Context: an optimization exercise on an open-source flow, tuned for small area, a short achievable clock period and few clock cycles per item. The choices shown serve that exercise and are no tape-out recipe. At most, simulation tests tie the RTL to the original design; equivalence was not proved.

## main
==> flow/design.v (excerpt) <==
module float_mul_pipe #(
  parameter int E_BIT = 8,
  parameter int F_BIT = 23,
  parameter int TAG_W = 4
) (
  input  logic                 clk,
  input  logic                 rst,
  input  logic                 in_valid,
  output logic                 in_ready,
  input  logic [E_BIT+F_BIT:0] in_a,
  input  logic [E_BIT+F_BIT:0] in_b,
  input  logic [TAG_W-1:0]     in_tag,
  output logic                 out_valid,
  input  logic                 out_ready,
  output logic [E_BIT+F_BIT:0] out_p,
  output logic [TAG_W-1:0]     out_tag,
  output logic [3:0]           out_flags
);
  localparam logic [1:0] C_NUM = 2'd0, C_ZERO = 2'd1, C_INF = 2'd2, C_NAN = 2'd3;
  logic r_v0, r_v1, r_ov, r_sv, r_rdy;
  logic w_adv;
  assign w_adv     = ~r_sv;
  assign in_ready  = r_rdy;
  assign out_valid = r_ov;
  logic [7:0]  w_ea, w_eb;
  logic [22:0] w_fa, w_fb;
  logic        w_za, w_zb, w_ia, w_ib, w_na, w_nb;
  logic [1:0]  w_cls0;
  logic [23:0] w_mb;
  logic [11:0] w_neg, w_one, w_two;
  assign w_ea = in_a[30:23];
  assign w_eb = in_b[30:23];
  assign w_fa = in_a[22:0];
  assign w_fb = in_b[22:0];
  assign w_za = (w_ea == 8'd0);
  assign w_zb = (w_eb == 8'd0);
  assign w_ia = (w_ea == 8'hFF) && (w_fa == 23'd0);
  assign w_ib = (w_eb == 8'hFF) && (w_fb == 23'd0);
  assign w_na = (w_ea == 8'hFF) && (w_fa != 23'd0);
  assign w_nb = (w_eb == 8'hFF) && (w_fb != 23'd0);
  always_comb begin
    if (w_na | w_nb | (w_ia & w_zb) | (w_za & w_ib)) w_cls0 = C_NAN;
    else if (w_ia | w_ib)                            w_cls0 = C_INF;
    else if (w_za | w_zb)                            w_cls0 = C_ZERO;
    else                                             w_cls0 = C_NUM;
  end
  assign w_mb = {1'b1, w_fb};
  always_comb begin
    for (int i = 0; i < 12; i++) begin
  ...
For scale: about 280 flip-flops, about 0.026 mm² of cells after synthesis.
export LEC_CHECK = 0
export CAP_MARGIN = 20
export CORE_MARGIN = 2
export CORE_UTILIZATION = 60
export SETUP_SLACK_MARGIN = 3.5
export SLEW_MARGIN = 20
export SYNTH_HIERARCHICAL = 1
export SYNTH_MINIMUM_KEEP_SIZE = 0
create_clock -name core_clock -period 8.0 [get_ports {clk}]
run.sh (not shown) runs the stock make flow with config.mk's settings and CLKGATE_MAP_FILE= SYNTH_SCRIPT=/design/flow/synth_recipe.tcl, a recipe that flattens the netlist after the stock synthesis.
[inputs] the feature branch vs main
# main
export LEC_CHECK = 0
export CAP_MARGIN = 20
export CORE_MARGIN = 2
export CORE_UTILIZATION = 60
export SETUP_SLACK_MARGIN = 3.5
export SLEW_MARGIN = 20
export SYNTH_HIERARCHICAL = 1
export SYNTH_MINIMUM_KEEP_SIZE = 0
create_clock -name core_clock -period 8.0 [get_ports {clk}]
# the feature branch
export LEC_CHECK = 0
export CAP_MARGIN = 20
export CORE_MARGIN = 2
export CORE_UTILIZATION = 60
export SLEW_MARGIN = 20
export SYNTH_HIERARCHICAL = 1
export SYNTH_MINIMUM_KEEP_SIZE = 0
create_clock -name core_clock -period 8.0 [get_ports {clk}]
Results
The feature branch has completed all stages; timing, DRC and antenna checks passed. Compared with main, the feature branch shows final critical-path share of the clock period higher by 20 points. The feature branch -> main: core outline area delta 0, exact match. Sort the feature branch and main by maximum clock frequency, ascending, and the feature branch comes first. Sort the feature branch and main by routing usage on met2, ascending, and the feature branch comes first. [compare] base=main new=the feature branch: final cell count without fillers shrank by 73; count of non-CTS buffers in the layout went down 71; share of synthesized registers carrying an async set or reset held steady. [compare] base=main new=the feature branch: global routing usage on met1 shrank by 0.17 points, setup slack shrank by 1600 ps.
Function was not checked in any run of this note: the RTL went through the layout flow alone.

* * *

run 1:
float_mul_pipe, a different RTL version from the one above (not shown whole).
Size: about 220 flip-flops, about 110 I/O pins, ~23000 um2 of cells after synthesis.
export LEC_CHECK = 0
export CAP_MARGIN = 20
export CORE_MARGIN = 2
export CORE_UTILIZATION = 76
export CTS_BUF_LIST = sky130_fd_sc_hd__clkbuf_4 sky130_fd_sc_hd__clkbuf_8
export SETUP_SLACK_MARGIN = 4.15
export SLEW_MARGIN = 20
export SYNTH_HIERARCHICAL = 1
export SYNTH_MINIMUM_KEEP_SIZE = 0
create_clock -name core_clock -period 8.0 [get_ports {clk}]
standard.sh (not shown) runs the stock make flow with config.mk's settings and CLKGATE_MAP_FILE= SYNTH_SCRIPT=/design/flow/synth_recipe.tcl, a recipe that flattens the netlist after the stock synthesis.
==> flow/flow/run.sh <==
#!/bin/bash
# The standard layout, with plain buf_1 cells (instead of the delay cells that
# buffer_ports picks by default) as the buffers on the input and output ports.
set -euo pipefail
bash standard.sh "BUFFER_PORTS_ARGS=-buffer_cell sky130_fd_sc_hd__buf_1" finish > flow_make.log 2>&1
Having completed the whole flow, run 1 delivered a layout that passed the timing, design-rule and antenna checks.
Testbench counts of run 1, summed over its fixed seeds: cycles 160,024, items 160,000.
## Diff of input files: run 2 against run 1
- swapping 76 for 70 in CORE_UTILIZATION
==> results.txt <==
Taking run 1 as the reference, in run 2 final weighted congestion in routability-driven placement now larger; global-route met2 utilization fell 3.0 points. Compared run 2 vs run 1, and number of tap cells added at floorplan is up in run 2.
Changes in run 3 relative to run 2:
- SETUP_SLACK_MARGIN now 4.3, was 4.15
### Flow results
Run 3 finished all stages; the layout is clean. In run 3, the fill cell total of the finished layout came out 117 below the value in run 2. Run 2 has a lower final area than run 3. Compared with run 2, run 3 shows a higher first-pass GRT wire length. As far as synthesized cell count goes, run 3 and run 2 are indistinguishable; the numbers are identical.
The following lists how run 4 was set up differently from run 3:
- SETUP_SLACK_MARGIN changed from 4.3 to 4.0
Results
- The final layout from run 4, which completed every stage, passed the timing, design-rule and antenna checks at the end of the flow.
- Summary: with run 3 as the reference, net count reported at finish in run 4 moved down slightly.
- From run 3 to run 4 the numbers moved as follows: count of filler cells inserted in the layout went up; critical path data required time went up.
- Wire: run 4 routes less than run 3
- Looking at clock buffer count across run 3 and run 4, the one that comes out lower is run 4.
- Sum of routed wire segments on met1: run 4 < run 3
- Comparing run 3 and run 4, overall fraction of global-route tracks in use is higher on run 3.
- Compared run 4 against run 3; detailed-route vias per instance within noise.
- Run 4 vs run 3, met1 capacity usage during global routing went up by 1.3 points.
- Run 3 was routed with more vias than run 4.

afterwards: timing with drivers on the ports:
The flow's constraints put no driver on any port. The routed layouts listed below were extracted and timed again, unchanged, in two steps.
Step 1, drivers: a clkbuf_16 drives clk and a buf_2 each remaining input, both assumed.
Step 2 moves the port delays by t, midway between the first and last clock arrival at a register: inputs arrive t later, outputs are due t later. That takes back most of the time a late clock gives input paths.
Slacks: ideal ports / drivers / drivers and shift; pairs: ideal ports / drivers.
run	shift t [ns]	setup WS [ns]	worst setup path at the end	slew at the worst register clock pin (ns)
main	0.635	2.967 / 2.967 / 2.967	register to register	0.07 / 0.07
the feature branch	0.645	1.362 / 1.362 / 1.362	register to register	0.07 / 0.07
run 1	0.612	4.151 / 4.151 / 3.943	input to register	0.07 / 0.07
run 2	0.629	4.120 / 4.120 / 3.993	input to register	0.07 / 0.07
run 3	0.650	4.244 / 4.244 / 4.038	input to register	0.08 / 0.08
run 4	0.661	4.019 / 4.019 / 3.671	input to register	0.07 / 0.07
After both steps setup and hold are still met in every run listed. For run 4, which loses most, drivers alone change the setup slack by 0.000 ns; drivers and shift together by -0.348 ns.
